This is an optimization exercise on Yosys and OpenROAD, whose aim is small area and a short achievable clock period, not a production implementation. The RTL was checked by simulation tests, not by an equivalence proof against the original design. No driver is modelled on the clock port, so clocking that relies on it looks cheaper here than on a real chip. No activity file was given, so power comes from the tool's default toggle rates.

==> v32: inputs <==
==> flow/design.v (excerpt) <==
module fir_filter (
   input  logic               clk,
   input  logic               rst,
   input  logic signed [15:0] inp,
   output logic signed [39:0] outp
);
==> flow/config.mk <==
export PLATFORM = sky130hd
export DESIGN_NAME = fir_filter
export DESIGN_NICKNAME = fir_filter
export VERILOG_FILES = /design/flow/design.v
export SDC_FILE = /design/flow/constraint.sdc
export NUM_CORES = 4
export LEC_CHECK = 0
export CAP_MARGIN = 20
export CORE_MARGIN = 2
export CORE_UTILIZATION = 55
export CTS_BUF_LIST = sky130_fd_sc_hd__clkbuf_16
export CTS_CLUSTER_DIAMETER = 100
export CTS_CLUSTER_SIZE = 30
export SETUP_SLACK_MARGIN = 3.85
export SLEW_MARGIN = 20
==> flow/constraint.sdc <==
create_clock -name core_clock -period 6.0 [get_ports {clk}]
set_input_delay 1.2000 -clock core_clock [delete_from_list [all_inputs] [get_ports {clk}]]
set_output_delay 1.2000 -clock core_clock [all_outputs]
set_load 0.01 [all_outputs]
standard.sh (not shown) runs the stock make flow with config.mk's settings and CLKGATE_MAP_FILE= SYNTH_SCRIPT=/design/flow/synth_recipe.tcl, a recipe that flattens the netlist after the stock synthesis.
==> flow/flow/run.sh <==
#!/bin/bash
# The standard layout with four changes:
#  - the netlist from the standard synthesis gets an inverter-removal pass
#    (flow/polarity.py) and has the full adders on carry-propagate paths split
#    into faster gates (flow/faconv.py), and its two carry-propagate adders
#    rebuilt as parallel-prefix adders (flow/cparebuild.py) before
#    floorplanning; registers and
#    ports are untouched, and the result is kept only if Yosys proves it
#    equivalent to the standard netlist
#  - the ports get plain buffers (buf_2) instead of delay cells
#  - timing repair may resize cells across footprints
#  - the clock tree loses its middle level (flow/cts_flatten.tcl): the root
#    clock buffer drives the leaf clock buffers directly
set -e
R=orfs/results/sky130hd/fir_filter/base
VARS=(MATCH_CELL_FOOTPRINT=0 "BUFFER_PORTS_ARGS=-buffer_cell sky130_fd_sc_hd__buf_2")
bash standard.sh "${VARS[@]}" synth > synth.log 2>&1
cp $R/1_2_yosys.v before.v
python3 flow/polarity.py before.v pol.v 20000 > polarity.log 2>&1
python3 flow/faconv.py pol.v fa.v >> polarity.log 2>&1
python3 flow/cparebuild.py fa.v after.v >> polarity.log 2>&1
# internal nets of the two netlists must not pair by name: the pass flips some
sed -E 's/\b(_[0-9]{4}_)/\1g/g; s/\b(_pol[0-9]{4}_)/\1g/g; s/\\(dsum|ysum|c23)\[/\\\1g[/g' after.v > after_renamed.v
sed "s#LIBFILE#$FLOW_HOME/platforms/sky130hd/lib/sky130_fd_sc_hd__tt_025C_1v80.lib#" flow/eq.ys > eq.ys
YOSYS=$(command -v yosys || echo /OpenROAD-flow-scripts/tools/install/yosys/bin/yosys)
if "$YOSYS" -q -l eq.log eq.ys > eq_stdout.log 2>&1; then
  echo "equivalence proven, using the pass" >> polarity.log
  cp after.v $R/1_2_yosys.v
  rm -f $R/1_synth.odb $R/1_synth.sdc
else
  echo "equivalence NOT proven, keeping the standard netlist" >> polarity.log
fi
bash standard.sh "${VARS[@]}" cts > cts.log 2>&1
ODB=$R/4_cts.odb openroad -no_init -exit flow/cts_flatten.tcl > cts_flatten.log 2>&1
bash standard.sh "${VARS[@]}" finish > standard.log 2>&1
==> flow/flow/cts_flatten.tcl <==
# Drop the middle level of the clock tree: the root clock buffer drives the
# leaf clock buffers directly. Every register still gets the clock through
# two buffers (root and leaf), all of the same kind.
read_db $::env(ODB)
set block [ord::get_db_block]
set root [$block findInst clkbuf_0_clk]
if {$root eq "NULL" || $root eq ""} { puts "no root clock buffer"; exit 0 }
set rootnet [[$root findITerm X] getNet]
set removed 0
foreach it [$rootnet getITerms] {
  set inst [$it getInst]
  if {[$inst getName] eq [$root getName]} continue
  if {![$it isInputSignal]} continue
  if {![string match "clkbuf_1_*" [$inst getName]]} continue
  set out [[$inst findITerm X] getNet]
  foreach sink [$out getITerms] {
    if {[[$sink getInst] getName] eq [$inst getName]} continue
    $sink disconnect
    $sink connect $rootnet
  }
  odb::dbInst_destroy $inst
  odb::dbNet_destroy $out
  incr removed
}
puts "cts_flatten: removed $removed middle-level clock buffers"
write_db $::env(ODB)
Other scripts of this flow, unchanged in this note and not shown: flow/flow/cparebuild.py, flow/flow/eq.ys, flow/flow/faconv.py, flow/flow/polarity.py
==> inputs of v6, as changes to v32 <==
--- a/flow/flow/run.sh
+++ b/flow/flow/run.sh
@@ -1,4 +1,4 @@
 #!/bin/bash
-# The standard layout with four changes:
+# The standard layout with three changes:
 #  - the netlist from the standard synthesis gets an inverter-removal pass
 #    (flow/polarity.py) and has the full adders on carry-propagate paths split
@@ -10,6 +10,4 @@
 #  - the ports get plain buffers (buf_2) instead of delay cells
 #  - timing repair may resize cells across footprints
-#  - the clock tree loses its middle level (flow/cts_flatten.tcl): the root
-#    clock buffer drives the leaf clock buffers directly
 set -e
 R=orfs/results/sky130hd/fir_filter/base
@@ -31,5 +29,3 @@
   echo "equivalence NOT proven, keeping the standard netlist" >> polarity.log
 fi
-bash standard.sh "${VARS[@]}" cts > cts.log 2>&1
-ODB=$R/4_cts.odb openroad -no_init -exit flow/cts_flatten.tcl > cts_flatten.log 2>&1
 bash standard.sh "${VARS[@]}" finish > standard.log 2>&1
Settings changed: CTS_CLUSTER_DIAMETER 100 to 80, CTS_CLUSTER_SIZE 30 to 24.
removed: flow/flow/cts_flatten.tcl
==> inputs of v25, as changes to v32 <==
--- a/flow/flow/run.sh
+++ b/flow/flow/run.sh
@@ -4,12 +4,13 @@
 #    (flow/polarity.py) and has the full adders on carry-propagate paths split
 #    into faster gates (flow/faconv.py), and its two carry-propagate adders
-#    rebuilt as parallel-prefix adders (flow/cparebuild.py) before
-#    floorplanning; registers and
+#    rebuilt as parallel-prefix adders (flow/cparebuild.py), and the last
+#    level of its carry-save adders split into faster gates (flow/loopfa.py)
+#    before floorplanning; registers and
 #    ports are untouched, and the result is kept only if Yosys proves it
 #    equivalent to the standard netlist
 #  - the ports get plain buffers (buf_2) instead of delay cells
 #  - timing repair may resize cells across footprints
-#  - the clock tree loses its middle level (flow/cts_flatten.tcl): the root
-#    clock buffer drives the leaf clock buffers directly
+#  - the clock tree loses its root buffer (flow/cts_flatten.tcl): the clock
+#    port drives the middle-level clock buffers directly
 set -e
 R=orfs/results/sky130hd/fir_filter/base
@@ -19,5 +20,6 @@
 python3 flow/polarity.py before.v pol.v 20000 > polarity.log 2>&1
 python3 flow/faconv.py pol.v fa.v >> polarity.log 2>&1
-python3 flow/cparebuild.py fa.v after.v >> polarity.log 2>&1
+python3 flow/cparebuild.py fa.v cpa.v >> polarity.log 2>&1
+python3 flow/loopfa.py cpa.v after.v >> polarity.log 2>&1
 # internal nets of the two netlists must not pair by name: the pass flips some
 sed -E 's/\b(_[0-9]{4}_)/\1g/g; s/\b(_pol[0-9]{4}_)/\1g/g; s/\\(dsum|ysum|c23)\[/\\\1g[/g' after.v > after_renamed.v
==> flow/flow/cts_flatten.tcl (replaced) <==
# Drop the root level of the clock tree: the clock port drives the (two)
# middle-level clock buffers directly, and they drive the leaf buffers. Every
# register still gets the clock through two buffers of the same kind.
read_db $::env(ODB)
set block [ord::get_db_block]
set root [$block findInst clkbuf_0_clk]
if {$root eq "NULL" || $root eq ""} { puts "no root clock buffer"; exit 0 }
set clknet [[$root findITerm A] getNet]
set rootnet [[$root findITerm X] getNet]
set mids {}
foreach it [$rootnet getITerms] {
  set inst [$it getInst]
  if {[$inst getName] eq [$root getName]} continue
  lappend mids $it
}
if {[llength $mids] > 4} { puts "cts_flatten: root drives [llength $mids] cells, left as is"; exit 0 }
foreach it $mids {
  $it disconnect
  $it connect $clknet
}
odb::dbInst_destroy $root
odb::dbNet_destroy $rootnet
puts "cts_flatten: clock port now drives [llength $mids] clock buffers directly"
write_db $::env(ODB)
==> flow/flow/loopfa.py (new file) <==
#!/usr/bin/env python3
"""Speed up the last level of the carry-save adders.

A full adder whose input comes from the sum output of another full adder, and
whose own sum output does not feed a full adder, is the last level of a
carry-save adder tree.  Its slow path runs from that late input to the sum.
Each such cell becomes sum = xor2(xor2(a, b), late) and carry = maj3(a, b,
late), which compute the same two outputs with the late input one xor2 away
from the sum.

usage: loopfa.py IN.v OUT.v
"""
import sys
from collections import defaultdict
sys.path.insert(0, __import__('os').path.dirname(__file__))
from polarity import parse, P, OUTPINS

src, dst = sys.argv[1], sys.argv[2]
head, decls, cells = parse(open(src).read())
driver = {}
loads = defaultdict(list)
for ci, c in enumerate(cells):
    for p, n in c['pins']:
        n = n.strip()
        if p in OUTPINS:
            driver[n] = (ci, p)
        else:
            loads[n].append(ci)


def src_of(n):
    """cell and pin behind a net, looking through inverters"""
    seen = 0
    while n in driver and cells[driver[n][0]]['type'] == P + 'inv_1' and seen < 10:
        n = dict((p, x.strip()) for p, x in cells[driver[n][0]]['pins'])['A']
        seen += 1
    return driver.get(n)


def is_fa(ci):
    return cells[ci]['type'].startswith(P + 'fa_')


def feeds_fa(n):
    todo, seen = [n], set()
    while todo:
        m = todo.pop()
        if m in seen:
            continue
        seen.add(m)
        for l in loads[m]:
            if is_fa(l):
                return True
            if cells[l]['type'] == P + 'inv_1':
                todo.append(dict((p, x.strip()) for p, x in cells[l]['pins'])['Y'])
    return False


out, new_wires, k = [], [], 0
for ci, c in enumerate(cells):
    if is_fa(ci):
        pins = dict((p, n.strip()) for p, n in c['pins'])
        late = [x for x in ('A', 'B', 'CIN')
                if (lambda d: d is not None and is_fa(d[0]) and d[1] == 'SUM')(src_of(pins[x]))]
        if late and 'SUM' in pins and not feeds_fa(pins['SUM']):
            lp = late[0]
            a, b = [pins[x] for x in ('A', 'B', 'CIN') if x != lp]
            t = '_lfa%03d_' % k
            new_wires.append(t)
            nm = c['name'].strip().lstrip('\\')
            out.append({'type': P + 'xor2_1', 'name': nm + '_t', 'pins': [('A', a), ('B', b), ('X', t)]})
            out.append({'type': P + 'xor2_1', 'name': nm + '_s', 'pins': [('A', t), ('B', pins[lp]), ('X', pins['SUM'])]})
            if 'COUT' in pins:
                out.append({'type': P + 'maj3_1', 'name': nm + '_c',
                            'pins': [('A', a), ('B', b), ('C', pins[lp]), ('X', pins['COUT'])]})
            k += 1
            continue
    out.append(c)
sys.stderr.write('loopfa: %d full adders split\n' % k)
lines = [head.rstrip('\n')] + [d for d in decls if d.strip()] + ['  wire %s;' % w for w in new_wires]
for c in out:
    lines.append('  %s %s (' % (c['type'], c['name']))
    lines.append(',\n'.join('    .%s(%s)' % (p, n + ' ' if n.startswith('\\') else n) for p, n in c['pins']))
    lines.append('  );')
lines.append('endmodule')
open(dst, 'w').write('\n'.join(lines) + '\n')
Settings changed: SETUP_SLACK_MARGIN 3.85 to 4.0.
==> results.txt <==
| metric | v6 | v32 | v25 |
|---|---|---|---|
| Status | complete, no violations | complete, no violations | complete, no violations |
| Wire length on met2 | 8.79 mm | 8.55 mm | 8.89 mm |
| Worst slew pin tran | 0.727 ns | 0.763 ns | 0.558 ns |
| Number of antenna violations at the first check in global routing | 1 | 1 | 0 |
| Switching Power | 2.21 mW | 2.15 mW | 2.40 mW |
| Fraction of area in multi-input gates | 37.5% | 37.9% | 39.2% |
| Buffering overhead | 2.81% | 2.85% | 3.56% |
| Final-layout fill cell count | 1981 | 2012 | 2005 |
| Pwr Total | 7.26 mW | 6.98 mW | 7.79 mW |
| Instance area after placement | 14000 sq um | 14000 sq um | 14200 sq um |
| Post-layout util | 61.3% | 60.6% | 62.3% |
| Share of final layout cell area taken by clock buffers and inverters | 3.89% | 2.61% | 2.66% |
| DRT met1 WL | 9.27 mm | 9.53 mm | 9.81 mm |
| Vias per cell | 4.58 | 4.59 | 4.61 |
| Achievable clock frequency | 0.452 GHz | 0.459 GHz | 0.481 GHz |
| Multi-input combinational gate total | 567 | 567 | 639 |
| Worst reg-to-reg setup slack | 3.87 ns | 3.86 ns | 3.99 ns |
| Cell area after layout | 14800 sq um | 14600 sq um | 15200 sq um |
| Worst Hold Launch | line[11][8]$_DFF_P_ | line[11][5]$_DFF_P_ | line[10][4]$_DFF_P_ |
| Clock latency on the worst-skew pair | 0.53 ns | 0.49 ns | 0.39 ns |
| Vias post-DR | 6384 | 6370 | 6785 |
| PostCTS Resize Cnt | 22 | 25 | 68 |
| Met3 wire length | 537 um | 497 um | 403 um |
| Worst Hold Endpoint | line[12][8]$_DFF_P_ | line[12][5]$_DFF_P_ | line[11][4]$_DFF_P_ |
| Power density normalized to cell area | 491 nW/um^2 | 478 nW/um^2 | 513 nW/um^2 |
| P_comb | 2.56 mW | 2.56 mW | 3.30 mW |

==> what the ideal ports hide <==
The results above use ideal ports. As a check the final layouts listed here were re-extracted and re-timed, cells and wires unchanged.
Step 1 assumes that a clkbuf_16 drives the clock port and a buf_2 every other input.
Step 2 also shifts input and output timing later by t, the mid clock arrival at the registers, as if the neighbouring blocks saw the same clock.
a / b / c = ideal / step 1 / step 2; a / b = the first two.
run | t, ns | slack for setup (ns) | clock arrival spread, ns | slew at the worst register clock pin (ns)
v32 | 0.526 | 3.819 / 3.771 / 3.773 | 0.016 / 0.017 | 0.11 / 0.11
v6 | 0.573 | 3.788 / 3.738 / 3.763 | 0.022 / 0.022 | 0.10 / 0.10
v25 | 0.439 | 3.923 / 3.862 / 3.572 | 0.033 / 0.033 | 0.12 / 0.12
After both steps every run listed still meets setup and hold. The setup slack of v25, which loses most, moves by -0.061 ns with the drivers and by -0.351 ns with both steps.
